This design comes from an exercise in tuning for small area and a short achievable clock period on the open sky130 flow, not from production work.
RTL that was checked went through simulation tests only; none was proved equivalent to the original.
For runs 2 and 3, only the layout was checked, not whether the RTL still works.
Power and IR drop assume default switching activity.

## flow/design.v (module list and top-level ports; edited modules follow where they fit)
// module koggeStoneAdder: 29 lines
// module partialProductStage: 47 lines
// module adderTreeLevel: 40 lines
// module signedMultiplier: 2046 lines
// module mulFA: 10 lines
// module mulGA: 8 lines
// module mulGO: 8 lines
// module mulBlkA: 11 lines
// module mulBlkO: 11 lines
// module mulHA: 9 lines
module signedMultiplier
(
	input  logic          clk,
	input  logic          arstN,
	input  mulPkg::operandPairT   operands,
	output mulPkg::productResultT result
);
  // ...
==> flow/flow/run.sh <==
#!/bin/bash
# The standard layout (standard.sh), with plain buffers instead of delay
# cells on the ports; the whole ORFS run is logged to standard_flow.log.
set -euo pipefail
export BUFFER_PORTS_ARGS="-buffer_cell sky130_fd_sc_hd__buf_2"
bash standard.sh > standard_flow.log 2>&1
==> flow/standard.sh <==
#!/bin/bash
# synth_recipe.tcl (not shown) runs the flow's synth.tcl, then flattens the netlist and writes it again
# the make line also repeats each setting of config.mk as NAME=value (left out here)
make -C /OpenROAD-flow-scripts/flow DESIGN_CONFIG=/design/flow/config.mk WORK_HOME=/design/flow/orfs CLKGATE_MAP_FILE= SYNTH_SCRIPT=/design/flow/synth_recipe.tcl "${@:-finish}"
==> flow/config.mk <==
export PLATFORM = sky130hd
export DESIGN_NAME = signedMultiplier
export DESIGN_NICKNAME = signedMultiplier
export VERILOG_FILES = /design/flow/design.v
export SDC_FILE = /design/flow/constraint.sdc
export NUM_CORES = 4
export LEC_CHECK = 0
export CAP_MARGIN = 20
export CORE_MARGIN = 2
export CORE_UTILIZATION = 55
export CTS_CLUSTER_DIAMETER = 90
export CTS_CLUSTER_SIZE = 25
export HOLD_SLACK_MARGIN = 0.1
export SETUP_SLACK_MARGIN = 2.0
export SLEW_MARGIN = 20
export SYNTH_HIERARCHICAL = 1
==> flow/constraint.sdc <==
create_clock -name core_clock -period 4.0 [get_ports {clk}]
set_input_delay 0.8000 -clock core_clock [delete_from_list [all_inputs] [get_ports {clk}]]
set_output_delay 0.8000 -clock core_clock [all_outputs]
set_load 0.01 [all_outputs]
==> results_dict.tcl, run 1 <==
set metrics [dict create \
    fin_nets 2310 \
    cts_tree "built" \
    period_share 0.4981 \
    whs_endpoint "r0_a0[8]$_DFF_P_" \
    synth_compound_area_frac 0.1237 \
    combinationalPower_mw 7.52 \
    rr_startpoint "r0_a0[20]$_DFF_P_" \
    cap_violations 0 \
    grt.busiest_layer "met1" \
    report.final.hold_viol_count 0 \
    setup_tns_ps 0 \
    drtAntennaViolNets 0 \
    setup_slack_ps 2007 \
    dpl.cell_count 2502 \
    fillerInstances 3488 \
    largest_cell_class "multi-input gates" \
    routed.top_layer "met5" \
    powerDensity_nw_per_um2 731.4 \
    outcome "timing/DRC/antenna clean" \
    grt.met1_usage 0.3570 \
    cp.arrival_ps 2480 \
    met3_length_um 3511 \
    cts_buffers 27 \
    hold_path.startpoint "operands[32]" \
    layout_min_cycle_time_ps 1993 \
    drv_slew 0 \
    ys_seq_area_frac 0.4482 \
    r2r_end "r1_d[100]$_DFF_P_" \
    grt_usage 0.2329 \
    criticalPathCategory "reg -> reg" \
    dp_hpwl_um 39050 \
    largest_register_ffs 170 \
    route.detailed.drc 0 \
    final_cell_mix "dfxtp_1, xnor2_1, a22oi_1" \
]
==> inputs of run 2 (changes only) <==
--- a/flow/design.v
+++ b/flow/design.v
@@ -988,17 +988,17 @@
 	logic G832;
 	logic G833;
 	logic P834;
 	logic n835;
 	logic G836;
 	logic G837;
 	logic G838;
 	logic [86:0] r2_d;
-	logic [26:0] sum839;
+	logic [30:0] sum839;
 	logic g840;
 	logic p841;
 	logic g842;
 	logic p843;
 	logic g844;
 	logic p845;
 	logic g846;
 	logic p847;
@@ -1039,56 +1039,56 @@
 	logic g882;
 	logic p883;
 	logic g884;
 	logic p885;
 	logic g886;
 	logic p887;
 	logic g888;
 	logic p889;
-	logic G890;
-	logic G891;
-	logic P892;
-	logic G893;
-	logic P894;
-	logic G895;
-	logic P896;
-	logic G897;
-	logic P898;
+	logic g890;
+	logic p891;
+	logic g892;
+	logic p893;
+	logic g894;
+	logic p895;
+	logic g896;
+	logic p897;
+	logic G898;
 	logic G899;
 	logic P900;
 	logic G901;
 	logic P902;
 	logic G903;
 	logic P904;
 	logic G905;
 	logic P906;
 	logic G907;
 	logic P908;
 	logic G909;
 	logic P910;
 	logic G911;
 	logic P912;
 	logic G913;
 	logic P914;
-	logic n915;
-	logic G916;
+	logic G915;
+	logic P916;
 	logic G917;
-	logic n918;
-	logic n919;
-	logic G920;
-	logic P921;
-	logic G922;
-	logic P923;
-	logic n924;
-	logic n925;
-	logic G926;
-	logic P927;
+	logic P918;
+	logic G919;
+	logic P920;
+	logic G921;
+	logic P922;
+	logic G923;
+	logic P924;
+	logic G925;
+	logic P926;
+	logic n927;
 	logic G928;
-	logic P929;
+	logic G929;
 	logic n930;
 	logic n931;
 	logic G932;
 	logic P933;
 	logic G934;
 	logic P935;
 	logic n936;
 	logic n937;
@@ -1102,182 +1102,201 @@
 	logic P945;
 	logic G946;
 	logic P947;
 	logic n948;
 	logic n949;
 	logic G950;
 	logic P951;
 	logic G952;
-	logic n953;
-	logic G954;
+	logic P953;
+	logic n954;
 	logic n955;
 	logic G956;
-	logic G957;
+	logic P957;
 	logic G958;
 	logic P959;
 	logic n960;
 	logic n961;
 	logic G962;
 	logic P963;
-	logic n964;
-	logic n965;
-	logic G966;
-	logic P967;
+	logic G964;
+	logic P965;
+	logic n966;
+	logic n967;
 	logic G968;
 	logic P969;
 	logic G970;
-	logic P971;
-	logic n972;
+	logic n971;
+	logic G972;
 	logic n973;
 	logic G974;
-	logic P975;
-	logic n976;
-	logic n977;
-	logic G978;
-	logic P979;
+	logic G975;
+	logic G976;
+	logic P977;
+	logic n978;
+	logic n979;
 	logic G980;
 	logic P981;
 	logic n982;
-	logic G983;
+	logic n983;
 	logic G984;
-	logic G985;
-	logic n986;
-	logic G987;
+	logic P985;
+	logic G986;
+	logic P987;
 	logic G988;
-	logic n989;
-	logic G990;
+	logic P989;
+	logic n990;
 	logic n991;
 	logic G992;
-	logic G993;
+	logic P993;
 	logic n994;
 	logic n995;
 	logic G996;
 	logic P997;
 	logic G998;
 	logic P999;
 	logic G1000;
 	logic P1001;
-	logic G1002;
+	logic n1002;
 	logic n1003;
 	logic G1004;
-	logic n1005;
-	logic G1006;
-	logic G1007;
-	logic n1008;
-	logic G1009;
-	logic G1010;
+	logic P1005;
+	logic n1006;
+	logic n1007;
+	logic G1008;
+	logic P1009;
+	logic n1010;
 	logic G1011;
-	logic n1012;
+	logic G1012;
 	logic G1013;
 	logic n1014;
 	logic G1015;
 	logic G1016;
-	logic G1017;
-	logic [61:0] r3_d;
-	logic [17:0] sum1018;
-	logic g1019;
-	logic p1020;
-	logic g1021;
-	logic p1022;
-	logic g1023;
-	logic p1024;
-	logic g1025;
-	logic p1026;
-	logic g1027;
-	logic p1028;
-	logic g1029;
-	logic p1030;
-	logic g1031;
-	logic p1032;
-	logic g1033;
-	logic p1034;
-	logic g1035;
-	logic p1036;
-	logic g1037;
-	logic p1038;
-	logic g1039;
-	logic p1040;
-	logic g1041;
-	logic p1042;
-	logic g1043;
-	logic p1044;
-	logic g1045;
-	logic p1046;
-	logic G1047;
+	logic n1017;
+	logic G1018;
+	logic n1019;
+	logic G1020;
+	logic G1021;
+	logic n1022;
+	logic n1023;
+	logic G1024;
+	logic P1025;
+	logic G1026;
+	logic P1027;
+	logic G1028;
+	logic P1029;
+	logic n1030;
+	logic n1031;
+	logic G1032;
+	logic P1033;
+	logic G1034;
+	logic P1035;
+	logic n1036;
+	logic n1037;
+	logic G1038;
+	logic P1039;
+	logic n1040;
+	logic n1041;
+	logic G1042;
+	logic P1043;
+	logic G1044;
+	logic n1045;
+	logic G1046;
+	logic n1047;
 	logic G1048;
-	logic P1049;
-	logic G1050;
-	logic P1051;
+	logic G1049;
+	logic n1050;
+	logic G1051;
 	logic G1052;
-	logic P1053;
-	logic G1054;
-	logic P1055;
-	logic G1056;
-	logic P1057;
+	logic G1053;
+	logic n1054;
+	logic G1055;
+	logic n1056;
+	logic G1057;
 	logic G1058;
-	logic P1059;
-	logic G1060;
-	logic P1061;
+	logic G1059;
+	logic n1060;
+	logic G1061;
 	logic G1062;
-	logic P1063;
-	logic n1064;
-	logic G1065;
+	logic n1063;
+	logic G1064;
+	logic n1065;
 	logic G1066;
-	logic n1067;
-	logic n1068;
-	logic G1069;
-	logic P1070;
-	logic G1071;
-	logic P1072;
-	logic n1073;
-	logic n1074;
-	logic G1075;
-	logic P1076;
-	logic G1077;
-	logic P1078;
-	logic n1079;
-	logic n1080;
-	logic G1081;
-	logic P1082;
-	logic G1083;
-	logic P1084;
-	logic G1085;
-	logic n1086;
-	logic G1087;
-	logic n1088;
+	logic [57:0] r3_d;
+	logic [13:0] sum1067;
+	logic g1068;
+	logic p1069;
+	logic g1070;
+	logic p1071;
+	logic g1072;
+	logic p1073;
+	logic g1074;
+	logic p1075;
+	logic g1076;
+	logic p1077;
+	logic g1078;
+	logic p1079;
+	logic g1080;
+	logic p1081;
+	logic g1082;
+	logic p1083;
+	logic g1084;
+	logic p1085;
+	logic g1086;
+	logic p1087;
+	logic G1088;
 	logic G1089;
-	logic G1090;
+	logic P1090;
 	logic G1091;
 	logic P1092;
-	logic n1093;
-	logic n1094;
+	logic G1093;
+	logic P1094;
 	logic G1095;
 	logic P1096;
-	logic n1097;
-	logic n1098;
+	logic G1097;
+	logic P1098;
 	logic G1099;
 	logic P1100;
-	logic G1101;
-	logic P1102;
-	logic n1103;
-	logic G1104;
-	logic G1105;
+	logic n1101;
+	logic G1102;
+	logic G1103;
+	logic n1104;
+	logic n1105;
 	logic G1106;
-	logic n1107;
+	logic P1107;
 	logic G1108;
-	logic G1109;
+	logic P1109;
 	logic n1110;
-	logic G1111;
-	logic n1112;
-	logic G1113;
+	logic n1111;
+	logic G1112;
+	logic P1113;
 	logic G1114;
-	logic G1115;
-	logic n1116;
-	logic G1117;
+	logic P1115;
+	logic G1116;
+	logic n1117;
+	logic G1118;
+	logic n1119;
+	logic G1120;
+	logic G1121;
+	logic G1122;
+	logic P1123;
+	logic n1124;
+	logic n1125;
+	logic G1126;
+	logic P1127;
+	logic n1128;
+	logic G1129;
+	logic G1130;
+	logic G1131;
+	logic n1132;
+	logic G1133;
+	logic G1134;
+	logic n1135;
+	logic G1136;
 	logic [47:0] r4_p;
 	logic [47:0] r5_p;
 	assign pp1 = (r0_one[0] & r0_a0[0]) ^ r0_neg[0];
 	assign pp2 = ((r0_one[0] & r0_a0[1]) | (r0_two[0] & r0_a0[0])) ^ r0_neg[0];
 	assign pp3 = ((r0_one[0] & r0_a0[2]) | (r0_two[0] & r0_a0[1])) ^ r0_neg[0];
 	assign pp4 = ((r0_one[0] & r0_a0[3]) | (r0_two[0] & r0_a0[2])) ^ r0_neg[0];
 	assign pp5 = ((r0_one[0] & r0_a0[4]) | (r0_two[0] & r0_a0[3])) ^ r0_neg[0];
 	assign pp6 = ((r0_one[0] & r0_a0[5]) | (r0_two[0] & r0_a0[4])) ^ r0_neg[0];
@@ -1884,222 +1903,236 @@
 	mulHA u_g874 (.a(r2_d[41]), .b(r2_d[42]), .s(p875), .co(g874));
 	mulHA u_g876 (.a(r2_d[43]), .b(r2_d[44]), .s(p877), .co(g876));
 	mulHA u_g878 (.a(r2_d[45]), .b(r2_d[46]), .s(p879), .co(g878));
 	mulHA u_g880 (.a(r2_d[47]), .b(r2_d[48]), .s(p881), .co(g880));
 	mulHA u_g882 (.a(r2_d[49]), .b(r2_d[50]), .s(p883), .co(g882));
 	mulHA u_g884 (.a(r2_d[51]), .b(r2_d[52]), .s(p885), .co(g884));
 	mulHA u_g886 (.a(r2_d[53]), .b(r2_d[54]), .s(p887), .co(g886));
 	mulHA u_g888 (.a(r2_d[55]), .b(r2_d[56]), .s(p889), .co(g888));
-	mulGA u_G890 (.gh(1'b0), .ph(r2_d[6]), .gl(r2_d[5]), .g(G890));
-	mulBlkA u_G891 (.gh(g842), .ph(p843), .gl(g840), .pl(p841), .g(G891), .p(P892));
-	mulBlkA u_G893 (.gh(g846), .ph(p847), .gl(g844), .pl(p845), .g(G893), .p(P894));
-	mulBlkA u_G895 (.gh(g850), .ph(p851), .gl(g848), .pl(p849), .g(G895), .p(P896));
-	mulBlkA u_G897 (.gh(g854), .ph(p855), .gl(g852), .pl(p853), .g(G897), .p(P898));
-	mulBlkA u_G899 (.gh(g858), .ph(p859), .gl(g856), .pl(p857), .g(G899), .p(P900));
-	mulBlkA u_G901 (.gh(g862), .ph(p863), .gl(g860), .pl(p861), .g(G901), .p(P902));
-	mulBlkA u_G903 (.gh(g866), .ph(p867), .gl(g864), .pl(p865), .g(G903), .p(P904));
-	mulBlkA u_G905 (.gh(g870), .ph(p871), .gl(g868), .pl(p869), .g(G905), .p(P906));
-	mulBlkA u_G907 (.gh(g874), .ph(p875), .gl(g872), .pl(p873), .g(G907), .p(P908));
-	mulBlkA u_G909 (.gh(g878), .ph(p879), .gl(g876), .pl(p877), .g(G909), .p(P910));
-	mulBlkA u_G911 (.gh(g882), .ph(p883), .gl(g880), .pl(p881), .g(G911), .p(P912));
-	mulBlkA u_G913 (.gh(g886), .ph(p887), .gl(g884), .pl(p885), .g(G913), .p(P914));
-	assign n915 = ~G890;
-	mulGA u_G916 (.gh(g840), .ph(p841), .gl(n915), .g(G916));
-	mulGO u_G917 (.gh(G891), .ph(P892), .gl(G890), .g(G917));
-	assign n918 = ~G893;
-	assign n919 = ~P894;
-	mulBlkA u_G920 (.gh(g848), .ph(p849), .gl(n918), .pl(n919), .g(G920), .p(P921));
-	mulBlkO u_G922 (.gh(G895), .ph(P896), .gl(G893), .pl(P894), .g(G922), .p(P923));
-	assign n924 = ~G897;
-	assign n925 = ~P898;
-	mulBlkA u_G926 (.gh(g856), .ph(p857), .gl(n924), .pl(n925), .g(G926), .p(P927));
-	mulBlkO u_G928 (.gh(G899), .ph(P900), .gl(G897), .pl(P898), .g(G928), .p(P929));
+	mulHA u_g890 (.a(r2_d[57]), .b(r2_d[58]), .s(p891), .co(g890));
+	mulHA u_g892 (.a(r2_d[59]), .b(r2_d[60]), .s(p893), .co(g892));
+	mulHA u_g894 (.a(r2_d[61]), .b(r2_d[62]), .s(p895), .co(g894));
+	mulHA u_g896 (.a(r2_d[63]), .b(r2_d[64]), .s(p897), .co(g896));
+	mulGA u_G898 (.gh(1'b0), .ph(r2_d[6]), .gl(r2_d[5]), .g(G898));
+	mulBlkA u_G899 (.gh(g842), .ph(p843), .gl(g840), .pl(p841), .g(G899), .p(P900));
+	mulBlkA u_G901 (.gh(g846), .ph(p847), .gl(g844), .pl(p845), .g(G901), .p(P902));
+	mulBlkA u_G903 (.gh(g850), .ph(p851), .gl(g848), .pl(p849), .g(G903), .p(P904));
+	mulBlkA u_G905 (.gh(g854), .ph(p855), .gl(g852), .pl(p853), .g(G905), .p(P906));
+	mulBlkA u_G907 (.gh(g858), .ph(p859), .gl(g856), .pl(p857), .g(G907), .p(P908));
+	mulBlkA u_G909 (.gh(g862), .ph(p863), .gl(g860), .pl(p861), .g(G909), .p(P910));
+	mulBlkA u_G911 (.gh(g866), .ph(p867), .gl(g864), .pl(p865), .g(G911), .p(P912));
+	mulBlkA u_G913 (.gh(g870), .ph(p871), .gl(g868), .pl(p869), .g(G913), .p(P914));
+	mulBlkA u_G915 (.gh(g874), .ph(p875), .gl(g872), .pl(p873), .g(G915), .p(P916));
+	mulBlkA u_G917 (.gh(g878), .ph(p879), .gl(g876), .pl(p877), .g(G917), .p(P918));
+	mulBlkA u_G919 (.gh(g882), .ph(p883), .gl(g880), .pl(p881), .g(G919), .p(P920));
+	mulBlkA u_G921 (.gh(g886), .ph(p887), .gl(g884), .pl(p885), .g(G921), .p(P922));
+	mulBlkA u_G923 (.gh(g890), .ph(p891), .gl(g888), .pl(p889), .g(G923), .p(P924));
+	mulBlkA u_G925 (.gh(g894), .ph(p895), .gl(g892), .pl(p893), .g(G925), .p(P926));
+	assign n927 = ~G898;
+	mulGA u_G928 (.gh(g840), .ph(p841), .gl(n927), .g(G928));
+	mulGO u_G929 (.gh(G899), .ph(P900), .gl(G898), .g(G929));
 	assign n930 = ~G901;
 	assign n931 = ~P902;
-	mulBlkA u_G932 (.gh(g864), .ph(p865), .gl(n930), .pl(n931), .g(G932), .p(P933));
+	mulBlkA u_G932 (.gh(g848), .ph(p849), .gl(n930), .pl(n931), .g(G932), .p(P933));
 	mulBlkO u_G934 (.gh(G903), .ph(P904), .gl(G901), .pl(P902), .g(G934), .p(P935));
 	assign n936 = ~G905;
 	assign n937 = ~P906;
-	mulBlkA u_G938 (.gh(g872), .ph(p873), .gl(n936), .pl(n937), .g(G938), .p(P939));
+	mulBlkA u_G938 (.gh(g856), .ph(p857), .gl(n936), .pl(n937), .g(G938), .p(P939));
 	mulBlkO u_G940 (.gh(G907), .ph(P908), .gl(G905), .pl(P906), .g(G940), .p(P941));
 	assign n942 = ~G909;
 	assign n943 = ~P910;
-	mulBlkA u_G944 (.gh(g880), .ph(p881), .gl(n942), .pl(n943), .g(G944), .p(P945));
+	mulBlkA u_G944 (.gh(g864), .ph(p865), .gl(n942), .pl(n943), .g(G944), .p(P945));
 	mulBlkO u_G946 (.gh(G911), .ph(P912), .gl(G909), .pl(P910), .g(G946), .p(P947));
 	assign n948 = ~G913;
 	assign n949 = ~P914;
-	mulBlkA u_G950 (.gh(g888), .ph(p889), .gl(n948), .pl(n949), .g(G950), .p(P951));
-	mulGA u_G952 (.gh(g844), .ph(p845), .gl(G917), .g(G952));
-	assign n953 = ~G917;
-	mulGO u_G954 (.gh(G893), .ph(P894), .gl(n953), .g(G954));
-	assign n955 = ~G917;
-	mulGO u_G956 (.gh(G920), .ph(P921), .gl(n955), .g(G956));
-	mulGA u_G957 (.gh(G922), .ph(P923), .gl(G917), .g(G957));
-	mulBlkA u_G958 (.gh(g860), .ph(p861), .gl(G928), .pl(P929), .g(G958), .p(P959));
-	assign n960 = ~G928;
-	assign n961 = ~P929;
-	mulBlkO u_G962 (.gh(G901), .ph(P902), .gl(n960), .pl(n961), .g(G962), .p(P963));
-	assign n964 = ~G928;
-	assign n965 = ~P929;
-	mulBlkO u_G966 (.gh(G932), .ph(P933), .gl(n964), .pl(n965), .g(G966), .p(P967));
-	mulBlkA u_G968 (.gh(G934), .ph(P935), .gl(G928), .pl(P929), .g(G968), .p(P969));
-	mulBlkA u_G970 (.gh(g876), .ph(p877), .gl(G940), .pl(P941), .g(G970), .p(P971));
-	assign n972 = ~G940;
-	assign n973 = ~P941;
-	mulBlkO u_G974 (.gh(G909), .ph(P910), .gl(n972), .pl(n973), .g(G974), .p(P975));
-	assign n976 = ~G940;
-	assign n977 = ~P941;
-	mulBlkO u_G978 (.gh(G944), .ph(P945), .gl(n976), .pl(n977), .g(G978), .p(P979));
-	mulBlkA u_G980 (.gh(G946), .ph(P947), .gl(G940), .pl(P941), .g(G980), .p(P981));
-	assign n982 = ~G957;
-	mulGA u_G983 (.gh(g852), .ph(p853), .gl(n982), .g(G983));
-	mulGO u_G984 (.gh(G897), .ph(P898), .gl(G957), .g(G984));
-	mulGO u_G985 (.gh(G926), .ph(P927), .gl(G957), .g(G985));
-	assign n986 = ~G957;
-	mulGA u_G987 (.gh(G928), .ph(P929), .gl(n986), .g(G987));
-	mulGO u_G988 (.gh(G958), .ph(P959), .gl(G957), .g(G988));
-	assign n989 = ~G957;
-	mulGA u_G990 (.gh(G962), .ph(P963), .gl(n989), .g(G990));
-	assign n991 = ~G957;
-	mulGA u_G992 (.gh(G966), .ph(P967), .gl(n991), .g(G992));
-	mulGO u_G993 (.gh(G968), .ph(P969), .gl(G957), .g(G993));
-	assign n994 = ~G980;
-	assign n995 = ~P981;
-	mulBlkA u_G996 (.gh(g884), .ph(p885), .gl(n994), .pl(n995), .g(G996), .p(P997));
-	mulBlkO u_G998 (.gh(G913), .ph(P914), .gl(G980), .pl(P981), .g(G998), .p(P999));
-	mulBlkO u_G1000 (.gh(G950), .ph(P951), .gl(G980), .pl(P981), .g(G1000), .p(P1001));
-	mulGA u_G1002 (.gh(g868), .ph(p869), .gl(G993), .g(G1002));
-	assign n1003 = ~G993;
-	mulGO u_G1004 (.gh(G905), .ph(P906), .gl(n1003), .g(G1004));
-	assign n1005 = ~G993;
-	mulGO u_G1006 (.gh(G938), .ph(P939), .gl(n1005), .g(G1006));
-	mulGA u_G1007 (.gh(G940), .ph(P941), .gl(G993), .g(G1007));
-	assign n1008 = ~G993;
-	mulGO u_G1009 (.gh(G970), .ph(P971), .gl(n1008), .g(G1009));
-	mulGA u_G1010 (.gh(G974), .ph(P975), .gl(G993), .g(G1010));
-	mulGA u_G1011 (.gh(G978), .ph(P979), .gl(G993), .g(G1011));
-	assign n1012 = ~G993;
-	mulGO u_G1013 (.gh(G980), .ph(P981), .gl(n1012), .g(G1013));
-	assign n1014 = ~G993;
-	mulGO u_G1015 (.gh(G996), .ph(P997), .gl(n1014), .g(G1015));
-	mulGA u_G1016 (.gh(G998), .ph(P999), .gl(G993), .g(G1016));
-	mulGA u_G1017 (.gh(G1000), .ph(P1001), .gl(G993), .g(G1017));
+	mulBlkA u_G950 (.gh(g872), .ph(p873), .gl(n948), .pl(n949), .g(G950), .p(P951));
+	mulBlkO u_G952 (.gh(G915), .ph(P916), .gl(G913), .pl(P914), .g(G952), .p(P953));
+	assign n954 = ~G917;
+	assign n955 = ~P918;
+	mulBlkA u_G956 (.gh(g880), .ph(p881), .gl(n954), .pl(n955), .g(G956), .p(P957));
+	mulBlkO u_G958 (.gh(G919), .ph(P920), .gl(G917), .pl(P918), .g(G958), .p(P959));
+	assign n960 = ~G921;
+	assign n961 = ~P922;
+	mulBlkA u_G962 (.gh(g888), .ph(p889), .gl(n960), .pl(n961), .g(G962), .p(P963));
+	mulBlkO u_G964 (.gh(G923), .ph(P924), .gl(G921), .pl(P922), .g(G964), .p(P965));
+	assign n966 = ~G925;
+	assign n967 = ~P926;
+	mulBlkA u_G968 (.gh(g896), .ph(p897), .gl(n966), .pl(n967), .g(G968), .p(P969));
+	mulGA u_G970 (.gh(g844), .ph(p845), .gl(G929), .g(G970));
+	assign n971 = ~G929;
+	mulGO u_G972 (.gh(G901), .ph(P902), .gl(n971), .g(G972));
+	assign n973 = ~G929;
+	mulGO u_G974 (.gh(G932), .ph(P933), .gl(n973), .g(G974));
+	mulGA u_G975 (.gh(G934), .ph(P935), .gl(G929), .g(G975));
+	mulBlkA u_G976 (.gh(g860), .ph(p861), .gl(G940), .pl(P941), .g(G976), .p(P977));
+	assign n978 = ~G940;
+	assign n979 = ~P941;
+	mulBlkO u_G980 (.gh(G909), .ph(P910), .gl(n978), .pl(n979), .g(G980), .p(P981));
+	assign n982 = ~G940;
+	assign n983 = ~P941;
+	mulBlkO u_G984 (.gh(G944), .ph(P945), .gl(n982), .pl(n983), .g(G984), .p(P985));
+	mulBlkA u_G986 (.gh(G946), .ph(P947), .gl(G940), .pl(P941), .g(G986), .p(P987));
+	mulBlkA u_G988 (.gh(g876), .ph(p877), .gl(G952), .pl(P953), .g(G988), .p(P989));
+	assign n990 = ~G952;
+	assign n991 = ~P953;
+	mulBlkO u_G992 (.gh(G917), .ph(P918), .gl(n990), .pl(n991), .g(G992), .p(P993));
+	assign n994 = ~G952;
+	assign n995 = ~P953;
+	mulBlkO u_G996 (.gh(G956), .ph(P957), .gl(n994), .pl(n995), .g(G996), .p(P997));
+	mulBlkA u_G998 (.gh(G958), .ph(P959), .gl(G952), .pl(P953), .g(G998), .p(P999));
+	mulBlkA u_G1000 (.gh(g892), .ph(p893), .gl(G964), .pl(P965), .g(G1000), .p(P1001));
+	assign n1002 = ~G964;
+	assign n1003 = ~P965;
+	mulBlkO u_G1004 (.gh(G925), .ph(P926), .gl(n1002), .pl(n1003), .g(G1004), .p(P1005));
+	assign n1006 = ~G964;
+	assign n1007 = ~P965;
+	mulBlkO u_G1008 (.gh(G968), .ph(P969), .gl(n1006), .pl(n1007), .g(G1008), .p(P1009));
+	assign n1010 = ~G975;
+	mulGA u_G1011 (.gh(g852), .ph(p853), .gl(n1010), .g(G1011));
+	mulGO u_G1012 (.gh(G905), .ph(P906), .gl(G975), .g(G1012));
+	mulGO u_G1013 (.gh(G938), .ph(P939), .gl(G975), .g(G1013));
+	assign n1014 = ~G975;
+	mulGA u_G1015 (.gh(G940), .ph(P941), .gl(n1014), .g(G1015));
+	mulGO u_G1016 (.gh(G976), .ph(P977), .gl(G975), .g(G1016));
+	assign n1017 = ~G975;
+	mulGA u_G1018 (.gh(G980), .ph(P981), .gl(n1017), .g(G1018));
+	assign n1019 = ~G975;
+	mulGA u_G1020 (.gh(G984), .ph(P985), .gl(n1019), .g(G1020));
+	mulGO u_G1021 (.gh(G986), .ph(P987), .gl(G975), .g(G1021));
+	assign n1022 = ~G998;
+	assign n1023 = ~P999;
+	mulBlkA u_G1024 (.gh(g884), .ph(p885), .gl(n1022), .pl(n1023), .g(G1024), .p(P1025));
+	mulBlkO u_G1026 (.gh(G921), .ph(P922), .gl(G998), .pl(P999), .g(G1026), .p(P1027));
+	mulBlkO u_G1028 (.gh(G962), .ph(P963), .gl(G998), .pl(P999), .g(G1028), .p(P1029));
+	assign n1030 = ~G998;
+	assign n1031 = ~P999;
+	mulBlkA u_G1032 (.gh(G964), .ph(P965), .gl(n1030), .pl(n1031), .g(G1032), .p(P1033));
+	mulBlkO u_G1034 (.gh(G1000), .ph(P1001), .gl(G998), .pl(P999), .g(G1034), .p(P1035));
+	assign n1036 = ~G998;
+	assign n1037 = ~P999;
+	mulBlkA u_G1038 (.gh(G1004), .ph(P1005), .gl(n1036), .pl(n1037), .g(G1038), .p(P1039));
+	assign n1040 = ~G998;
+	assign n1041 = ~P999;
+	mulBlkA u_G1042 (.gh(G1008), .ph(P1009), .gl(n1040), .pl(n1041), .g(G1042), .p(P1043));
+	mulGA u_G1044 (.gh(g868), .ph(p869), .gl(G1021), .g(G1044));
+	assign n1045 = ~G1021;
+	mulGO u_G1046 (.gh(G913), .ph(P914), .gl(n1045), .g(G1046));
+	assign n1047 = ~G1021;
+	mulGO u_G1048 (.gh(G950), .ph(P951), .gl(n1047), .g(G1048));
+	mulGA u_G1049 (.gh(G952), .ph(P953), .gl(G1021), .g(G1049));
+	assign n1050 = ~G1021;
+	mulGO u_G1051 (.gh(G988), .ph(P989), .gl(n1050), .g(G1051));
+	mulGA u_G1052 (.gh(G992), .ph(P993), .gl(G1021), .g(G1052));
+	mulGA u_G1053 (.gh(G996), .ph(P997), .gl(G1021), .g(G1053));
+	assign n1054 = ~G1021;
+	mulGO u_G1055 (.gh(G998), .ph(P999), .gl(n1054), .g(G1055));
+	assign n1056 = ~G1021;
+	mulGO u_G1057 (.gh(G1024), .ph(P1025), .gl(n1056), .g(G1057));
+	mulGA u_G1058 (.gh(G1026), .ph(P1027), .gl(G1021), .g(G1058));
+	mulGA u_G1059 (.gh(G1028), .ph(P1029), .gl(G1021), .g(G1059));
+	assign n1060 = ~G1021;
+	mulGO u_G1061 (.gh(G1032), .ph(P1033), .gl(n1060), .g(G1061));
+	mulGA u_G1062 (.gh(G1034), .ph(P1035), .gl(G1021), .g(G1062));
+	assign n1063 = ~G1021;
+	mulGO u_G1064 (.gh(G1038), .ph(P1039), .gl(n1063), .g(G1064));
+	assign n1065 = ~G1021;
+	mulGO u_G1066 (.gh(G1042), .ph(P1043), .gl(n1065), .g(G1066));
 	assign sum839[0] = r2_d[6] ^ r2_d[5];
-	assign sum839[1] = ~(p841 ^ G890);
-	assign sum839[2] = ~(p843 ^ G916);
-	assign sum839[3] = p845 ^ G917;
-	assign sum839[4] = ~(p847 ^ G952);
-	assign sum839[5] = p849 ^ G954;
-	assign sum839[6] = p851 ^ G956;
-	assign sum839[7] = ~(p853 ^ G957);
-	assign sum839[8] = ~(p855 ^ G983);
-	assign sum839[9] = p857 ^ G984;
-	assign sum839[10] = p859 ^ G985;
-	assign sum839[11] = ~(p861 ^ G987);
-	assign sum839[12] = p863 ^ G988;
-	assign sum839[13] = ~(p865 ^ G990);
-	assign sum839[14] = ~(p867 ^ G992);
-	assign sum839[15] = p869 ^ G993;
-	assign sum839[16] = ~(p871 ^ G1002);
-	assign sum839[17] = p873 ^ G1004;
-	assign sum839[18] = p875 ^ G1006;
-	assign sum839[19] = ~(p877 ^ G1007);
-	assign sum839[20] = p879 ^ G1009;
-	assign sum839[21] = ~(p881 ^ G1010);
-	assign sum839[22] = ~(p883 ^ G1011);
-	assign sum839[23] = p885 ^ G1013;
-	assign sum839[24] = p887 ^ G1015;
-	assign sum839[25] = ~(p889 ^ G1016);
-	assign sum839[26] = ~G1017;
-	mulHA u_g1019 (.a(r3_d[32]), .b(r3_d[33]), .s(p1020), .co(g1019));
-	mulHA u_g1021 (.a(r3_d[34]), .b(r3_d[35]), .s(p1022), .co(g1021));
-	mulHA u_g1023 (.a(r3_d[36]), .b(r3_d[37]), .s(p1024), .co(g1023));
-	mulHA u_g1025 (.a(r3_d[38]), .b(r3_d[39]), .s(p1026), .co(g1025));
-	mulHA u_g1027 (.a(r3_d[40]), .b(r3_d[41]), .s(p1028), .co(g1027));
-	mulHA u_g1029 (.a(r3_d[42]), .b(r3_d[43]), .s(p1030), .co(g1029));
-	mulHA u_g1031 (.a(r3_d[44]), .b(r3_d[45]), .s(p1032), .co(g1031));
-	mulHA u_g1033 (.a(r3_d[46]), .b(r3_d[47]), .s(p1034), .co(g1033));
-	mulHA u_g1035 (.a(r3_d[48]), .b(r3_d[49]), .s(p1036), .co(g1035));
-	mulHA u_g1037 (.a(r3_d[50]), .b(r3_d[51]), .s(p1038), .co(g1037));
-	mulHA u_g1039 (.a(r3_d[52]), .b(r3_d[53]), .s(p1040), .co(g1039));
-	mulHA u_g1041 (.a(r3_d[54]), .b(r3_d[55]), .s(p1042), .co(g1041));
-	mulHA u_g1043 (.a(r3_d[57]), .b(r3_d[58]), .s(p1044), .co(g1043));
-	mulHA u_g1045 (.a(r3_d[60]), .b(r3_d[61]), .s(p1046), .co(g1045));
-	mulGA u_G1047 (.gh(g1019), .ph(p1020), .gl(r3_d[31]), .g(G1047));
-	mulBlkA u_G1048 (.gh(g1023), .ph(p1024), .gl(g1021), .pl(p1022), .g(G1048), .p(P1049));
-	mulBlkA u_G1050 (.gh(g1027), .ph(p1028), .gl(g1025), .pl(p1026), .g(G1050), .p(P1051));
-	mulBlkA u_G1052 (.gh(g1031), .ph(p1032), .gl(g1029), .pl(p1030), .g(G1052), .p(P1053));
-	mulBlkA u_G1054 (.gh(g1035), .ph(p1036), .gl(g1033), .pl(p1034), .g(G1054), .p(P1055));
-	mulBlkA u_G1056 (.gh(g1039), .ph(p1040), .gl(g1037), .pl(p1038), .g(G1056), .p(P1057));
-	mulBlkA u_G1058 (.gh(1'b0), .ph(r3_d[56]), .gl(g1041), .pl(p1042), .g(G1058), .p(P1059));
-	mulBlkA u_G1060 (.gh(1'b0), .ph(r3_d[59]), .gl(g1043), .pl(p1044), .g(G1060), .p(P1061));
-	mulBlkA u_G1062 (.gh(1'b0), .ph(1'b1), .gl(g1045), .pl(p1046), .g(G1062), .p(P1063));
-	assign n1064 = ~G1047;
-	mulGA u_G1065 (.gh(g1021), .ph(p1022), .gl(n1064), .g(G1065));
-	mulGO u_G1066 (.gh(G1048), .ph(P1049), .gl(G1047), .g(G1066));
-	assign n1067 = ~G1050;
-	assign n1068 = ~P1051;
-	mulBlkA u_G1069 (.gh(g1029), .ph(p1030), .gl(n1067), .pl(n1068), .g(G1069), .p(P1070));
-	mulBlkO u_G1071 (.gh(G1052), .ph(P1053), .gl(G1050), .pl(P1051), .g(G1071), .p(P1072));
-	assign n1073 = ~G1054;
-	assign n1074 = ~P1055;
-	mulBlkA u_G1075 (.gh(g1037), .ph(p1038), .gl(n1073), .pl(n1074), .g(G1075), .p(P1076));
-	mulBlkO u_G1077 (.gh(G1056), .ph(P1057), .gl(G1054), .pl(P1055), .g(G1077), .p(P1078));
-	assign n1079 = ~G1058;
-	assign n1080 = ~P1059;
-	mulBlkA u_G1081 (.gh(g1043), .ph(p1044), .gl(n1079), .pl(n1080), .g(G1081), .p(P1082));
-	mulBlkO u_G1083 (.gh(G1060), .ph(P1061), .gl(G1058), .pl(P1059), .g(G1083), .p(P1084));
-	mulGA u_G1085 (.gh(g1025), .ph(p1026), .gl(G1066), .g(G1085));
-	assign n1086 = ~G1066;
-	mulGO u_G1087 (.gh(G1050), .ph(P1051), .gl(n1086), .g(G1087));
-	assign n1088 = ~G1066;
-	mulGO u_G1089 (.gh(G1069), .ph(P1070), .gl(n1088), .g(G1089));
-	mulGA u_G1090 (.gh(G1071), .ph(P1072), .gl(G1066), .g(G1090));
-	mulBlkA u_G1091 (.gh(g1041), .ph(p1042), .gl(G1077), .pl(P1078), .g(G1091), .p(P1092));
-	assign n1093 = ~G1077;
-	assign n1094 = ~P1078;
-	mulBlkO u_G1095 (.gh(G1058), .ph(P1059), .gl(n1093), .pl(n1094), .g(G1095), .p(P1096));
-	assign n1097 = ~G1077;
-	assign n1098 = ~P1078;
-	mulBlkO u_G1099 (.gh(G1081), .ph(P1082), .gl(n1097), .pl(n1098), .g(G1099), .p(P1100));
-	mulBlkA u_G1101 (.gh(G1083), .ph(P1084), .gl(G1077), .pl(P1078), .g(G1101), .p(P1102));
-	assign n1103 = ~G1090;
-	mulGA u_G1104 (.gh(g1033), .ph(p1034), .gl(n1103), .g(G1104));
-	mulGO u_G1105 (.gh(G1054), .ph(P1055), .gl(G1090), .g(G1105));
-	mulGO u_G1106 (.gh(G1075), .ph(P1076), .gl(G1090), .g(G1106));
-	assign n1107 = ~G1090;
-	mulGA u_G1108 (.gh(G1077), .ph(P1078), .gl(n1107), .g(G1108));
-	mulGO u_G1109 (.gh(G1091), .ph(P1092), .gl(G1090), .g(G1109));
-	assign n1110 = ~G1090;
-	mulGA u_G1111 (.gh(G1095), .ph(P1096), .gl(n1110), .g(G1111));
-	assign n1112 = ~G1090;
-	mulGA u_G1113 (.gh(G1099), .ph(P1100), .gl(n1112), .g(G1113));
-	mulGO u_G1114 (.gh(G1101), .ph(P1102), .gl(G1090), .g(G1114));
-	mulGA u_G1115 (.gh(g1045), .ph(p1046), .gl(G1114), .g(G1115));
-	assign n1116 = ~G1114;
-	mulGO u_G1117 (.gh(G1062), .ph(P1063), .gl(n1116), .g(G1117));
-	assign sum1018[0] = p1020 ^ r3_d[31];
-	assign sum1018[1] = ~(p1022 ^ G1047);
-	assign sum1018[2] = ~(p1024 ^ G1065);
-	assign sum1018[3] = p1026 ^ G1066;
-	assign sum1018[4] = ~(p1028 ^ G1085);
-	assign sum1018[5] = p1030 ^ G1087;
-	assign sum1018[6] = p1032 ^ G1089;
-	assign sum1018[7] = ~(p1034 ^ G1090);
-	assign sum1018[8] = ~(p1036 ^ G1104);
-	assign sum1018[9] = p1038 ^ G1105;
-	assign sum1018[10] = p1040 ^ G1106;
-	assign sum1018[11] = ~(p1042 ^ G1108);
-	assign sum1018[12] = r3_d[56] ^ G1109;
-	assign sum1018[13] = ~(p1044 ^ G1111);
-	assign sum1018[14] = ~(r3_d[59] ^ G1113);
-	assign sum1018[15] = p1046 ^ G1114;
-	assign sum1018[16] = ~(1'b1 ^ G1115);
-	assign sum1018[17] = G1117;
+	assign sum839[1] = ~(p841 ^ G898);
+	assign sum839[2] = ~(p843 ^ G928);
+	assign sum839[3] = p845 ^ G929;
+	assign sum839[4] = ~(p847 ^ G970);
+	assign sum839[5] = p849 ^ G972;
+	assign sum839[6] = p851 ^ G974;
+	assign sum839[7] = ~(p853 ^ G975);
+	assign sum839[8] = ~(p855 ^ G1011);
+	assign sum839[9] = p857 ^ G1012;
+	assign sum839[10] = p859 ^ G1013;
+	assign sum839[11] = ~(p861 ^ G1015);
+	assign sum839[12] = p863 ^ G1016;
+	assign sum839[13] = ~(p865 ^ G1018);
+	assign sum839[14] = ~(p867 ^ G1020);
+	assign sum839[15] = p869 ^ G1021;
+	assign sum839[16] = ~(p871 ^ G1044);
+	assign sum839[17] = p873 ^ G1046;
+	assign sum839[18] = p875 ^ G1048;
+	assign sum839[19] = ~(p877 ^ G1049);
+	assign sum839[20] = p879 ^ G1051;
+	assign sum839[21] = ~(p881 ^ G1052);
+	assign sum839[22] = ~(p883 ^ G1053);
+	assign sum839[23] = p885 ^ G1055;
+	assign sum839[24] = p887 ^ G1057;
+	assign sum839[25] = ~(p889 ^ G1058);
+	assign sum839[26] = ~(p891 ^ G1059);
+	assign sum839[27] = p893 ^ G1061;
+	assign sum839[28] = ~(p895 ^ G1062);
+	assign sum839[29] = p897 ^ G1064;
+	assign sum839[30] = G1066;
+	mulHA u_g1068 (.a(r3_d[36]), .b(r3_d[37]), .s(p1069), .co(g1068));
+	mulHA u_g1070 (.a(r3_d[38]), .b(r3_d[39]), .s(p1071), .co(g1070));
+	mulHA u_g1072 (.a(r3_d[40]), .b(r3_d[41]), .s(p1073), .co(g1072));
+	mulHA u_g1074 (.a(r3_d[42]), .b(r3_d[43]), .s(p1075), .co(g1074));
+	mulHA u_g1076 (.a(r3_d[44]), .b(r3_d[45]), .s(p1077), .co(g1076));
+	mulHA u_g1078 (.a(r3_d[46]), .b(r3_d[47]), .s(p1079), .co(g1078));
+	mulHA u_g1080 (.a(r3_d[48]), .b(r3_d[49]), .s(p1081), .co(g1080));
+	mulHA u_g1082 (.a(r3_d[50]), .b(r3_d[51]), .s(p1083), .co(g1082));
+	mulHA u_g1084 (.a(r3_d[53]), .b(r3_d[54]), .s(p1085), .co(g1084));
+	mulHA u_g1086 (.a(r3_d[56]), .b(r3_d[57]), .s(p1087), .co(g1086));
+	mulGA u_G1088 (.gh(g1068), .ph(p1069), .gl(r3_d[35]), .g(G1088));
+	mulBlkA u_G1089 (.gh(g1072), .ph(p1073), .gl(g1070), .pl(p1071), .g(G1089), .p(P1090));
+	mulBlkA u_G1091 (.gh(g1076), .ph(p1077), .gl(g1074), .pl(p1075), .g(G1091), .p(P1092));
+	mulBlkA u_G1093 (.gh(g1080), .ph(p1081), .gl(g1078), .pl(p1079), .g(G1093), .p(P1094));
+	mulBlkA u_G1095 (.gh(1'b0), .ph(r3_d[52]), .gl(g1082), .pl(p1083), .g(G1095), .p(P1096));
+	mulBlkA u_G1097 (.gh(1'b0), .ph(r3_d[55]), .gl(g1084), .pl(p1085), .g(G1097), .p(P1098));
+	mulBlkA u_G1099 (.gh(1'b0), .ph(1'b1), .gl(g1086), .pl(p1087), .g(G1099), .p(P1100));
+	assign n1101 = ~G1088;
+	mulGA u_G1102 (.gh(g1070), .ph(p1071), .gl(n1101), .g(G1102));
+	mulGO u_G1103 (.gh(G1089), .ph(P1090), .gl(G1088), .g(G1103));
+	assign n1104 = ~G1091;
+	assign n1105 = ~P1092;
+	mulBlkA u_G1106 (.gh(g1078), .ph(p1079), .gl(n1104), .pl(n1105), .g(G1106), .p(P1107));
+	mulBlkO u_G1108 (.gh(G1093), .ph(P1094), .gl(G1091), .pl(P1092), .g(G1108), .p(P1109));
+	assign n1110 = ~G1095;
+	assign n1111 = ~P1096;
+	mulBlkA u_G1112 (.gh(g1084), .ph(p1085), .gl(n1110), .pl(n1111), .g(G1112), .p(P1113));
+	mulBlkO u_G1114 (.gh(G1097), .ph(P1098), .gl(G1095), .pl(P1096), .g(G1114), .p(P1115));
+	mulGA u_G1116 (.gh(g1074), .ph(p1075), .gl(G1103), .g(G1116));
+	assign n1117 = ~G1103;
+	mulGO u_G1118 (.gh(G1091), .ph(P1092), .gl(n1117), .g(G1118));
+	assign n1119 = ~G1103;
+	mulGO u_G1120 (.gh(G1106), .ph(P1107), .gl(n1119), .g(G1120));
+	mulGA u_G1121 (.gh(G1108), .ph(P1109), .gl(G1103), .g(G1121));
+	mulBlkA u_G1122 (.gh(g1086), .ph(p1087), .gl(G1114), .pl(P1115), .g(G1122), .p(P1123));
+	assign n1124 = ~G1114;
+	assign n1125 = ~P1115;
+	mulBlkO u_G1126 (.gh(G1099), .ph(P1100), .gl(n1124), .pl(n1125), .g(G1126), .p(P1127));
+	assign n1128 = ~G1121;
+	mulGA u_G1129 (.gh(g1082), .ph(p1083), .gl(n1128), .g(G1129));
+	mulGO u_G1130 (.gh(G1095), .ph(P1096), .gl(G1121), .g(G1130));
+	mulGO u_G1131 (.gh(G1112), .ph(P1113), .gl(G1121), .g(G1131));
+	assign n1132 = ~G1121;
+	mulGA u_G1133 (.gh(G1114), .ph(P1115), .gl(n1132), .g(G1133));
+	mulGO u_G1134 (.gh(G1122), .ph(P1123), .gl(G1121), .g(G1134));
+	assign n1135 = ~G1121;
+	mulGA u_G1136 (.gh(G1126), .ph(P1127), .gl(n1135), .g(G1136));
+	assign sum1067[0] = p1069 ^ r3_d[35];
+	assign sum1067[1] = ~(p1071 ^ G1088);
+	assign sum1067[2] = ~(p1073 ^ G1102);
+	assign sum1067[3] = p1075 ^ G1103;
+	assign sum1067[4] = ~(p1077 ^ G1116);
+	assign sum1067[5] = p1079 ^ G1118;
+	assign sum1067[6] = p1081 ^ G1120;
+	assign sum1067[7] = ~(p1083 ^ G1121);
+	assign sum1067[8] = ~(r3_d[52] ^ G1129);
+	assign sum1067[9] = p1085 ^ G1130;
+	assign sum1067[10] = r3_d[55] ^ G1131;
+	assign sum1067[11] = ~(p1087 ^ G1133);
+	assign sum1067[12] = 1'b1 ^ G1134;
+	assign sum1067[13] = ~G1136;
 	always_ff @(posedge clk) begin
 		r0_a0 <= operands.multiplicand;
 		r0_a1 <= operands.multiplicand & {24{operands.valid}};
 		r0_neg1[0] <= (mb[1]) & operands.valid;
 		r0_one1[0] <= (mb[0] ^ 1'b0) & operands.valid;
 		r0_two1[0] <= ((mb[1] & ~mb[0] & ~1'b0) | (~mb[1] & mb[0] & 1'b0)) & operands.valid;
 		r0_neg[0] <= (mb[1]);
 		r0_one[0] <= (mb[0] ^ 1'b0);
@@ -2167,18 +2200,18 @@
 		r0_neg1[11] <= (mb[23]) & operands.valid;
 		r0_one1[11] <= (mb[22] ^ mb[21]) & operands.valid;
 		r0_two1[11] <= ((mb[23] & ~mb[22] & ~mb[21]) | (~mb[23] & mb[22] & mb[21])) & operands.valid;
 		r0_neg[11] <= (mb[23]);
 		r0_one[11] <= (mb[22] ^ mb[21]);
 		r0_two[11] <= ((mb[23] & ~mb[22] & ~mb[21]) | (~mb[23] & mb[22] & mb[21]));
 		r1_d <= {pp300, pp299, c614, s613, s483, c482, s481, c480, c612, s611, c610, s609, c608, s475, s607, c606, s473, c472, s605, c604, s471, s603, c602, s467, s601, c600, s463, s461, s599, c598, s459, s457, s597, c596, c594, s595, s593, c592, c590, s451, s591, s589, c588, c586, s587, s585, c584, c582, s583, s581, c580, c578, s435, s579, s577, c576, c574, s429, s575, s573, c572, c570, c568, s571, s569, s567, c566, c564, c562, s565, s563, s561, c560, c558, c556, s559, s557, s555, c554, c552, c550, s553, s551, s549, c548, c546, c544, s547, s545, s543, c542, c540, c538, s541, s539, s537, c536, c534, c532, s535, s533, s531, c530, c528, s373, s529, s527, c526, c524, s365, s525, s523, c522, c520, s359, s357, s521, s519, c518, c516, s517, s515, c514, c512, s513, s511, c510, c508, s341, s509, s507, c506, s337, s335, s505, c504, s331, s329, s503, c502, c500, s501, s499, c498, s323, s497, c496, s319, s495, c494, s315, c314, s493, c492, s491, c490, s489, c488, s307, s487, s305, c304, s303, pp51, c486, s485, s301, pp2, pp1, r0_neg[0]};
 		r2_d <= {c706, r1_d[169], s705, c760, r1_d[166], s759, s703, c828, c758, s827, s757, c826, c756, s825, s755, c824, s823, c822, s821, c820, s819, c818, s817, c816, s815, c814, s813, c812, s811, c810, s809, c808, s807, c806, s805, c804, s803, c802, s801, c800, s799, c798, s797, c796, s795, c794, s793, c792, s791, c790, s789, c788, s787, c786, s785, c784, s783, c782, s781, c780, s779, c778, s777, c776, s775, c774, s773, c772, s771, c770, s769, c768, s767, c766, s765, c764, s763, c762, c708, s761, s707, sum829[5], sum829[4], sum829[3], sum829[2], sum829[1], sum829[0]};
-		r3_d <= {r2_d[86], r2_d[85], r2_d[84], r2_d[83], r2_d[82], r2_d[81], r2_d[80], r2_d[79], r2_d[78], r2_d[77], r2_d[76], r2_d[75], r2_d[74], r2_d[73], r2_d[72], r2_d[71], r2_d[70], r2_d[69], r2_d[68], r2_d[67], r2_d[66], r2_d[65], r2_d[64], r2_d[63], r2_d[62], r2_d[61], r2_d[60], r2_d[59], r2_d[58], r2_d[57], sum839[26], sum839[25], sum839[24], sum839[23], sum839[22], sum839[21], sum839[20], sum839[19], sum839[18], sum839[17], sum839[16], sum839[15], sum839[14], sum839[13], sum839[12], sum839[11], sum839[10], sum839[9], sum839[8], sum839[7], sum839[6], sum839[5], sum839[4], sum839[3], sum839[2], sum839[1], sum839[0], r2_d[4], r2_d[3], r2_d[2], r2_d[1], r2_d[0]};
-		r4_p <= {sum1018[16], sum1018[15], sum1018[14], sum1018[13], sum1018[12], sum1018[11], sum1018[10], sum1018[9], sum1018[8], sum1018[7], sum1018[6], sum1018[5], sum1018[4], sum1018[3], sum1018[2], sum1018[1], sum1018[0], r3_d[30], r3_d[29], r3_d[28], r3_d[27], r3_d[26], r3_d[25], r3_d[24], r3_d[23], r3_d[22], r3_d[21], r3_d[20], r3_d[19], r3_d[18], r3_d[17], r3_d[16], r3_d[15], r3_d[14], r3_d[13], r3_d[12], r3_d[11], r3_d[10], r3_d[9], r3_d[8], r3_d[7], r3_d[6], r3_d[5], r3_d[4], r3_d[3], r3_d[2], r3_d[1], r3_d[0]};
+		r3_d <= {r2_d[86], r2_d[85], r2_d[84], r2_d[83], r2_d[82], r2_d[81], r2_d[80], r2_d[79], r2_d[78], r2_d[77], r2_d[76], r2_d[75], r2_d[74], r2_d[73], r2_d[72], r2_d[71], r2_d[70], r2_d[69], r2_d[68], r2_d[67], r2_d[66], r2_d[65], sum839[30], sum839[29], sum839[28], sum839[27], sum839[26], sum839[25], sum839[24], sum839[23], sum839[22], sum839[21], sum839[20], sum839[19], sum839[18], sum839[17], sum839[16], sum839[15], sum839[14], sum839[13], sum839[12], sum839[11], sum839[10], sum839[9], sum839[8], sum839[7], sum839[6], sum839[5], sum839[4], sum839[3], sum839[2], sum839[1], sum839[0], r2_d[4], r2_d[3], r2_d[2], r2_d[1], r2_d[0]};
+		r4_p <= {sum1067[12], sum1067[11], sum1067[10], sum1067[9], sum1067[8], sum1067[7], sum1067[6], sum1067[5], sum1067[4], sum1067[3], sum1067[2], sum1067[1], sum1067[0], r3_d[34], r3_d[33], r3_d[32], r3_d[31], r3_d[30], r3_d[29], r3_d[28], r3_d[27], r3_d[26], r3_d[25], r3_d[24], r3_d[23], r3_d[22], r3_d[21], r3_d[20], r3_d[19], r3_d[18], r3_d[17], r3_d[16], r3_d[15], r3_d[14], r3_d[13], r3_d[12], r3_d[11], r3_d[10], r3_d[9], r3_d[8], r3_d[7], r3_d[6], r3_d[5], r3_d[4], r3_d[3], r3_d[2], r3_d[1], r3_d[0]};
 		r5_p <= r4_p;
 	end
 	always_ff @(posedge clk or negedge arstN) begin
 		if (!arstN) begin
 			valid <= 6'd0;
 		end else begin
 			valid <= {valid[4:0], operands.valid};
 		end
==> flow/run.sh (new file) <==
#!/bin/bash
# synth_recipe.tcl (not shown) runs the flow's synth.tcl, then flattens the netlist and writes it again
# the make line also repeats each setting of config.mk as NAME=value (left out here)
make -C /OpenROAD-flow-scripts/flow DESIGN_CONFIG=/design/flow/config.mk WORK_HOME=/design/flow/orfs CLKGATE_MAP_FILE= SYNTH_SCRIPT=/design/flow/synth_recipe.tcl finish
==> flow/config.mk (replaced) <==
export PLATFORM = sky130hd
export DESIGN_NAME = signedMultiplier
export DESIGN_NICKNAME = signedMultiplier
export VERILOG_FILES = /design/flow/design.v
export SDC_FILE = /design/flow/constraint.sdc
export NUM_CORES = 4
export LEC_CHECK = 0
export CAP_MARGIN = 20
export CORE_MARGIN = 2
export CORE_UTILIZATION = 55
export CTS_CLUSTER_DIAMETER = 100
export CTS_CLUSTER_SIZE = 30
export SETUP_SLACK_MARGIN = 2.0
export SLEW_MARGIN = 20
export SYNTH_HIERARCHICAL = 1
removed: flow/flow/run.sh
removed: flow/standard.sh
==> run 2 against run 1 <==
  * Clock-buffer cell count decreased by 7
  * Clock power shrank 11%
  * First-iteration DRC count up 8.0%
  * Critical path depth did not move
  * Hold slack improved by 11 ps
  * Flip-flop and latch count is 4 lower
  * Power up 1.1%
  * Sequential share of layout area down 0.96 points
  * Via count increased by 0.22%
  * Critical endpoint is now r1_d[129]$_DFF_P_
==> results_dict.tcl, run 2 <==
set metrics [dict create \
    relSlewSlack 0.5979 \
    cap_violations 0 \
    rows 76 \
    finClkSkew_ps 23.36 \
    met3_length_um 3552 \
    top_regs "r1_d (170), r2_d (87), r3_d (58)" \
    report.final.setup_viol 0 \
    place_ws_ps 1406 \
    start_util 0.5592 \
    final_cell_mix "dfxtp_1, xnor2_1, a22oi_1" \
    yosysMostFrequentCell "dfxtp_1" \
    cts_buffer_depth 3 \
    drive_above_1_share 0.1651 \
    setup_slack_ps 2024 \
    p_leak_nw 10.08 \
    ys_types 24 \
    fin_nets 2309 \
    synthTopCellsByCount "dfxtp_1, xnor2_1, a22oi_1" \
    wl_um 52480 \
    dp_hpwl_um 38210 \
    core_area_sq_um 43270 \
    wl_met1_um 25010 \
    firstDrtPassIters 6 \
    synth_area_leaders "dfxtp_1, fa_1, xnor2_1" \
    n_antenna_cell 0 \
    powerDensity_nw_per_um2 725.8 \
    regMostFlops "r1_d" \
    cts.sink_count 537 \
    cts_hold_buf 0 \
    endpoint_kind "flop" \
    drv_slew 0 \
    min_path_type "reg -> reg" \
    path_cells "a22oi_1 -> xnor2_1 -> fa_1 -> fa_1" \
    htree_levels 1 \
    syn_area_per_cell_sq_um 12.40 \
    synth_area_leader_cell "dfxtp_1" \
    crit_required_ps 4450 \
    layout_min_cycle_time_ps 1976 \
    report.final.hold_viol_count 0 \
    io_pins 100 \
    grt_pass1_vias 14560 \
    synth_ff_type "dfxtp_1" \
    synth-async-reset-ratio 0.01117 \
    vias_per_cell 5.481 \
    grt_usage 0.2385 \
    synth_edf_count 0 \
    r2r_setup_slack_ps 2020 \
    ys_seq_area_frac 0.4455 \
    routed.top_layer "met5" \
    cts_root_buf "clkbuf_16" \
    die_h_um 213.7 \
    antenna_found_initial 3 \
    cp_slowest_cell "fa_1" \
    cp.arrival_ps 2430 \
    vias 13930 \
    syn-cell-area_sq_um 24200 \
    cts_buffers 22 \
    layout_commonest_cell "dfxtp_1" \
    outcome "timing/DRC/antenna clean" \
    wl_per_cell_um 20.65 \
    yosysWarnings 7 \
    synth-seq-cells 537 \
    cts_tree "built" \
    max_freq_mhz 506.0 \
    drtAntennaViolNets 0 \
    setup_tns_ps 0 \
    die_w_um 213.7 \
    syn-instance-count 1952 \
    path_clk_slew_ps 110 \
    rsz0062_at_grt "true" \
    grt_start_max_net_pins 45 \
    clock_latency_ps 590 \
    wl_met2_um 23180 \
    criticalPathCategory "reg -> reg" \
    dr.first_iter.drc_count 1298 \
    syn2layout_area_growth_pct 10.35 \
    die_area_sq_um 45690 \
    synth.top_cell.area_share 0.4393 \
    gr-total-overflow 0 \
    largest_register_ffs 170 \
    ir_drop_mv 0.5419 \
    max_stage_delay_ps 500 \
    io_buffers 99 \
    fillerInstances 3410 \
    worstMarginPinSlew_ps 601.2 \
    gp_congestion 0.8482 \
    period_share 0.4941 \
    crit_path_frequent_cell "fa_1" \
    route.detailed.drc 0 \
    startpoint_type "flop" \
    grt_pass1_wl_um 83250 \
    path_max_fanout 12 \
]
run 2: per-module statistics from Yosys (local to each module, per instance):
module	copies in the design	cells inside	flip-flops and latches
mulHA	67	1	0
mulGO	22	1	0
mulGA	24	1	0
mulBlkA	39	2	0
mulFA	225	1	0
signedMultiplier	1	1502	537
mulBlkO	17	2	0
run 2: worst max-delay path: cells and delay by family (launching register included):
family | cells | cell delay [ps]
AO/OA/AOI/OAI | 1 | 250
XOR/XNOR | 1 | 200
adder cells (fa/ha/maj) | 2 | 980
flip-flops | 1 | 420
run 2: layer usage:
layer  global-route usage  vias up
met5                    0        -
met1               0.3547     6952
li1                     -     6468
met3              0.04306       54
met2               0.3685      448
met4              0.04478        4
run 2: path summary, 6_finish.rpt:
path | from | cells past startpoint | to
max in group asynchronous | arstN | 1 | valid[4]$_DFF_PN0_
worst min register to register | r4_p[7]$_DFF_P_ | 0 | r5_p[7]$_DFF_P_
worst min-delay path | r4_p[7]$_DFF_P_ | 0 | r5_p[7]$_DFF_P_
worst max register to register | r0_a0[22]$_DFF_P_ | 4 | r1_d[129]$_DFF_P_
min in group asynchronous | arstN | 1 | valid[5]$_DFF_PN0_
worst max-delay path | r0_a0[22]$_DFF_P_ | 4 | r1_d[129]$_DFF_P_
run 2: layout make-up:
cell class	instances	area (sq um)	share of cell area
Sequential cell	537	11170	0.4183
Clock buffer	24	579.3	0.02170
Clock inverter	2	46.29	0.001734
Timing Repair Buffer	110	1013	0.03796
Multi-Input combinational cell	1221	12920	0.4840
Tap cell	585	732.0	0.02741
Inverter	62	236.5	0.008857
run 2: cell families (layout without fill, tap and decap cells):
group | count (synthesis) | after routing | synth area share
DFF | 537 | 537 | 0.4455
AOI/OAI and AO/OA | 401 | 401 | 0.1250
xor gates and xnor gates | 357 | 357 | 0.1292
adders and majority gates | 304 | 304 | 0.2270
buffers and inverters | 201 | 198 | 0.03992
and+or+nand+nor | 151 | 151 | 0.03310
other | 1 | 8 | 0.0001550
run 2: through the flow:
step,cells,power [mW],utilization,area (sq um),hold slack (ps)
finish,2541,19.38,0.6171,26700,325.4
global placement,2506,16.19,0.5833,25240,309.8
CTS,2541,19.44,0.6089,26350,321.5
global route,2541,21.07,0.6171,26700,309.8
floorplan,1959,13.79,-,24230,309.6
detailed placement,2506,16.38,0.5833,25240,312.1
run 2: timing repair:
action,in CTS,in global routing
gates cloned,0,0
buffers inserted,9,0
pin swaps,12,20
endpoints found under the setup margin,189,105
gates resized for setup,244,160
run 2: where the power goes:
| part | leakage (nW) | switching (mW) | internal [mW] |
|---|---|---|---|
| registers | 4.59 | 1.10 | 7.50 |
| clock network | 0.303 | 1.61 | 1.06 |
| logic | 5.19 | 4.25 | 3.86 |
==> inputs of run 3 (changes only) <==
--- a/flow/config.mk
+++ b/flow/config.mk
@@ -8,8 +8,8 @@
 export CAP_MARGIN = 20
 export CORE_MARGIN = 2
 export CORE_UTILIZATION = 55
-export CTS_CLUSTER_DIAMETER = 100
-export CTS_CLUSTER_SIZE = 30
+export CTS_CLUSTER_DIAMETER = 90
+export CTS_CLUSTER_SIZE = 25
 export SETUP_SLACK_MARGIN = 2.0
 export SLEW_MARGIN = 20
 export SYNTH_HIERARCHICAL = 1
==> run 3 against run 2 <==
  * Still clean
  * Global-route usage grew 0.14 points
  * Combinational power is essentially flat
  * Hold slack improved by 1.4 ps
  * Register-to-register slack worse by 20 ps
  * Non-clock buffer count increased by 2
  * First-iteration DRC count decreased by 4.2%
  * Core utilization rose by 0.36 points
  * Clock power increased by 11%
  * Power increased by 1.6%
  * Clock-buffer cell count increased by 4
  * Clock skew is 1.5 ps lower
  * Largest cell class unchanged
  * Largest power group unchanged
==> results_dict.tcl, run 3 <==
set metrics [dict create \
    layout_commonest_cell "dfxtp_1" \
    die_w_um 213.7 \
    largest_register_ffs 170 \
    synth_fa_ha_area_frac 0.2270 \
    synth_area_leader_cell "dfxtp_1" \
    max_freq_mhz 501.5 \
    syn2layout_area_growth_pct 10.99 \
    route.detailed.drc 0 \
    crit_family "adder cells" \
    cts_root_buf "clkbuf_16" \
    path_max_fanout 14 \
    drtAntennaViolNets 0 \
    drv_slew 0 \
    synth_top_family_by_area "adder cells" \
    fin_util 0.6207 \
    syn-cell-area_sq_um 24200 \
    cts_buffer_depth 3 \
    synth_ff_type "dfxtp_1" \
    setup_slack_ps 2006 \
    die_area_sq_um 45690 \
    cts_tree "built" \
    fin_nets 2316 \
    die_h_um 213.7 \
    setup_tns_ps 0 \
    grt_start_max_net_pins 45 \
    start_util 0.5592 \
    synthTopCellsByCount "dfxtp_1, xnor2_1, a22oi_1" \
    place_ws_ps 1406 \
    hold_ws_ps 326.8 \
    path_cells "xnor2_1 -> fa_1 -> fa_1" \
    core_area_sq_um 43270 \
    synth_compound_area_frac 0.1250 \
    period_share 0.4985 \
    synth-seq-cells 537 \
    rsz0062_at_grt "true" \
    grt_pass1_vias 14640 \
    startpoint_type "flop" \
    regMostFlops "r1_d" \
    fillerInstances 3397 \
    cp.arrival_ps 2460 \
    clock_latency_ps 590 \
    report.final.setup_viol 0 \
    synth_xor_xnor_area_share 0.1292 \
    synth-async-reset-ratio 0.01117 \
    synth.top_cell.area_share 0.4393 \
    antenna_found_initial 3 \
    gp_congestion 0.8482 \
    io_buffers 99 \
    vias_per_cell 5.472 \
    grt_pass1_wl_um 83720 \
    crit_path_frequent_cell "fa_1" \
    path_clk_slew_ps 90 \
    synth_edf_count 0 \
    dp_hpwl_um 38210 \
    synthSimpleGateAreaFrac 0.03310 \
    synth_area_leaders "dfxtp_1, fa_1, xnor2_1" \
    final_cell_mix "dfxtp_1, xnor2_1, a22oi_1" \
    criticalPathCategory "reg -> reg" \
    ys_types 24 \
    ir_drop_mv 0.4921 \
    max_stage_delay_ps 670 \
    vias 13960 \
    htree_levels 1 \
    relSlewSlack 0.5590 \
    crit_required_ps 4460 \
    finClkSkew_ps 21.89 \
    report.final.hold_viol_count 0 \
    grt_usage 0.2398 \
    endpoint_kind "flop" \
    cts_buffers 27 \
    n_antenna_cell 0 \
    muxShareOfSynthArea 0 \
    io_pins 100 \
    gr-total-overflow 0 \
    p_leak_nw 10.16 \
    dr.first_iter.drc_count 1244 \
    min_path_type "reg -> reg" \
    layout_min_cycle_time_ps 1994 \
    outcome "timing/DRC/antenna clean" \
    drive_above_1_share 0.1734 \
    yosysMostFrequentCell "dfxtp_1" \
    cts.sink_count 537 \
    ys_seq_area_frac 0.4455 \
    cap_violations 0 \
    yosysWarnings 7 \
    firstDrtPassIters 6 \
    worstMarginPinSlew_ps 659.5 \
    powerDensity_nw_per_um2 732.9 \
    rows 76 \
    syn_area_per_cell_sq_um 12.40 \
    wl_um 52840 \
    wl_per_cell_um 20.71 \
    cp_slowest_cell "dfxtp_2" \
    syn-instance-count 1952 \
    crit_buf_inv 0 \
    top_regs "r1_d (170), r2_d (87), r3_d (58)" \
]
[run 3: what timing repair did]
item,in CTS,in global routing
hold buffers,0,0
endpoints found under the setup margin,191,101
gates resized for setup,255,154
pin swaps,13,19
buffers inserted,8,3
[run 3: kinds of logic after synthesis]
family,Yosys count
compound gates,401
xor+xnor,357
fa+ha+maj,304
buf+inv,201
flops,537
other cells,1
simple gates,151
[run 3: area by class of cell]
cell class | count | area [sq um] | area share
clock inverter | 6 | 81.33 | 0.003028
timing repair buffer | 112 | 1016 | 0.03783
inverter | 62 | 236.5 | 0.008806
tap | 585 | 732.0 | 0.02726
clock buffer | 28 | 679.4 | 0.02530
sequential | 537 | 11170 | 0.4158
multi-input combinational | 1221 | 12940 | 0.4819
[run 3: Yosys stat by module, one instance, submodules excluded]
module	flip-flops and latches	cell area [sq um]	copies in the design
mulBlkO	0	12.51	17
signedMultiplier	537	17830	1
mulFA	0	20.02	225
mulGO	0	5.005	22
mulBlkA	0	12.51	39
mulGA	0	8.758	24
mulHA	0	12.51	67
[run 3: final timing paths]
| kind | slack (ps) | cells after the start | end | start |
|---|---|---|---|---|
| worst max register to register | 2010 | 3 | r1_d[100]$_DFF_P_ | r0_neg[7]$_DFF_P_ |
| worst min register to register | 330 | 0 | r3_d[47]$_DFF_P_ | r2_d[76]$_DFF_P_ |
| max in group asynchronous | 3350 | 1 | valid[3]$_DFF_PN0_ | arstN |
| worst min-delay path | 330 | 0 | r3_d[47]$_DFF_P_ | r2_d[76]$_DFF_P_ |
| min in group asynchronous | 440 | 1 | valid[4]$_DFF_PN0_ | arstN |
| worst max-delay path | 2010 | 3 | r1_d[100]$_DFF_P_ | r0_neg[7]$_DFF_P_ |
[run 3: through the flow]
| step | cells | power (mW) | area (sq um) |
|---|---|---|---|
| after floorplan | 1959 | 13.79 | 24230 |
| after global routing | 2551 | 21.38 | 26850 |
| after global placement | 2506 | 16.19 | 25240 |
| after detailed placement | 2506 | 16.38 | 25240 |
| after CTS | 2548 | 19.72 | 26500 |
| final | 2551 | 19.68 | 26850 |
[run 3: per-layer routing]
metal	GRT usage	share of wire	vias to the layer above
li1	-	-	6484
met1	0.3579	0.47	6931
met2	0.3687	0.44	476
met3	0.04247	0.071	63
met4	0.04765	0.014	4
met5	0	0.00047	-
[run 3: worst register-to-register path: stages, from the launching register on]
cell     delay (ps)
dfxtp_2         670
xnor2_1         190
fa_1            580
fa_1            430
[run 3: where the power goes]
group | switching, mW | internal [mW]
clock | 1.70 | 1.25
combinational | 4.26 | 3.86
sequential | 1.10 | 7.51
total | 7.06 | 12.6

[port drivers added, routing unchanged]
The results above use ideal ports. As a check the final layouts listed here were re-extracted and re-timed, cells and wires unchanged.
Step 1, drivers: a clkbuf_16 drives clk and a buf_2 each remaining input, both assumed.
Step 2 moves the port delays by t, midway between the first and last clock arrival at a register: inputs arrive t later, outputs are due t later. That takes back most of the time a late clock gives input paths.
Three values: ideal, step 1, step 2; two values: the first two.
| run | t, ns | setup WS [ns] | worst setup path after step 2 |
|---|---|---|---|
| run 1 | 0.654 | 2.007 / 2.007 / 2.007 | register to register |
| run 2 | 0.632 | 2.024 / 1.988 / 1.578 | input to register |
| run 3 | 0.640 | 2.006 / 1.987 / 1.504 | input to register |
After both steps every run listed still meets setup and hold. The setup slack of run 3, which loses most, moves by -0.019 ns with the drivers and by -0.502 ns with both steps.
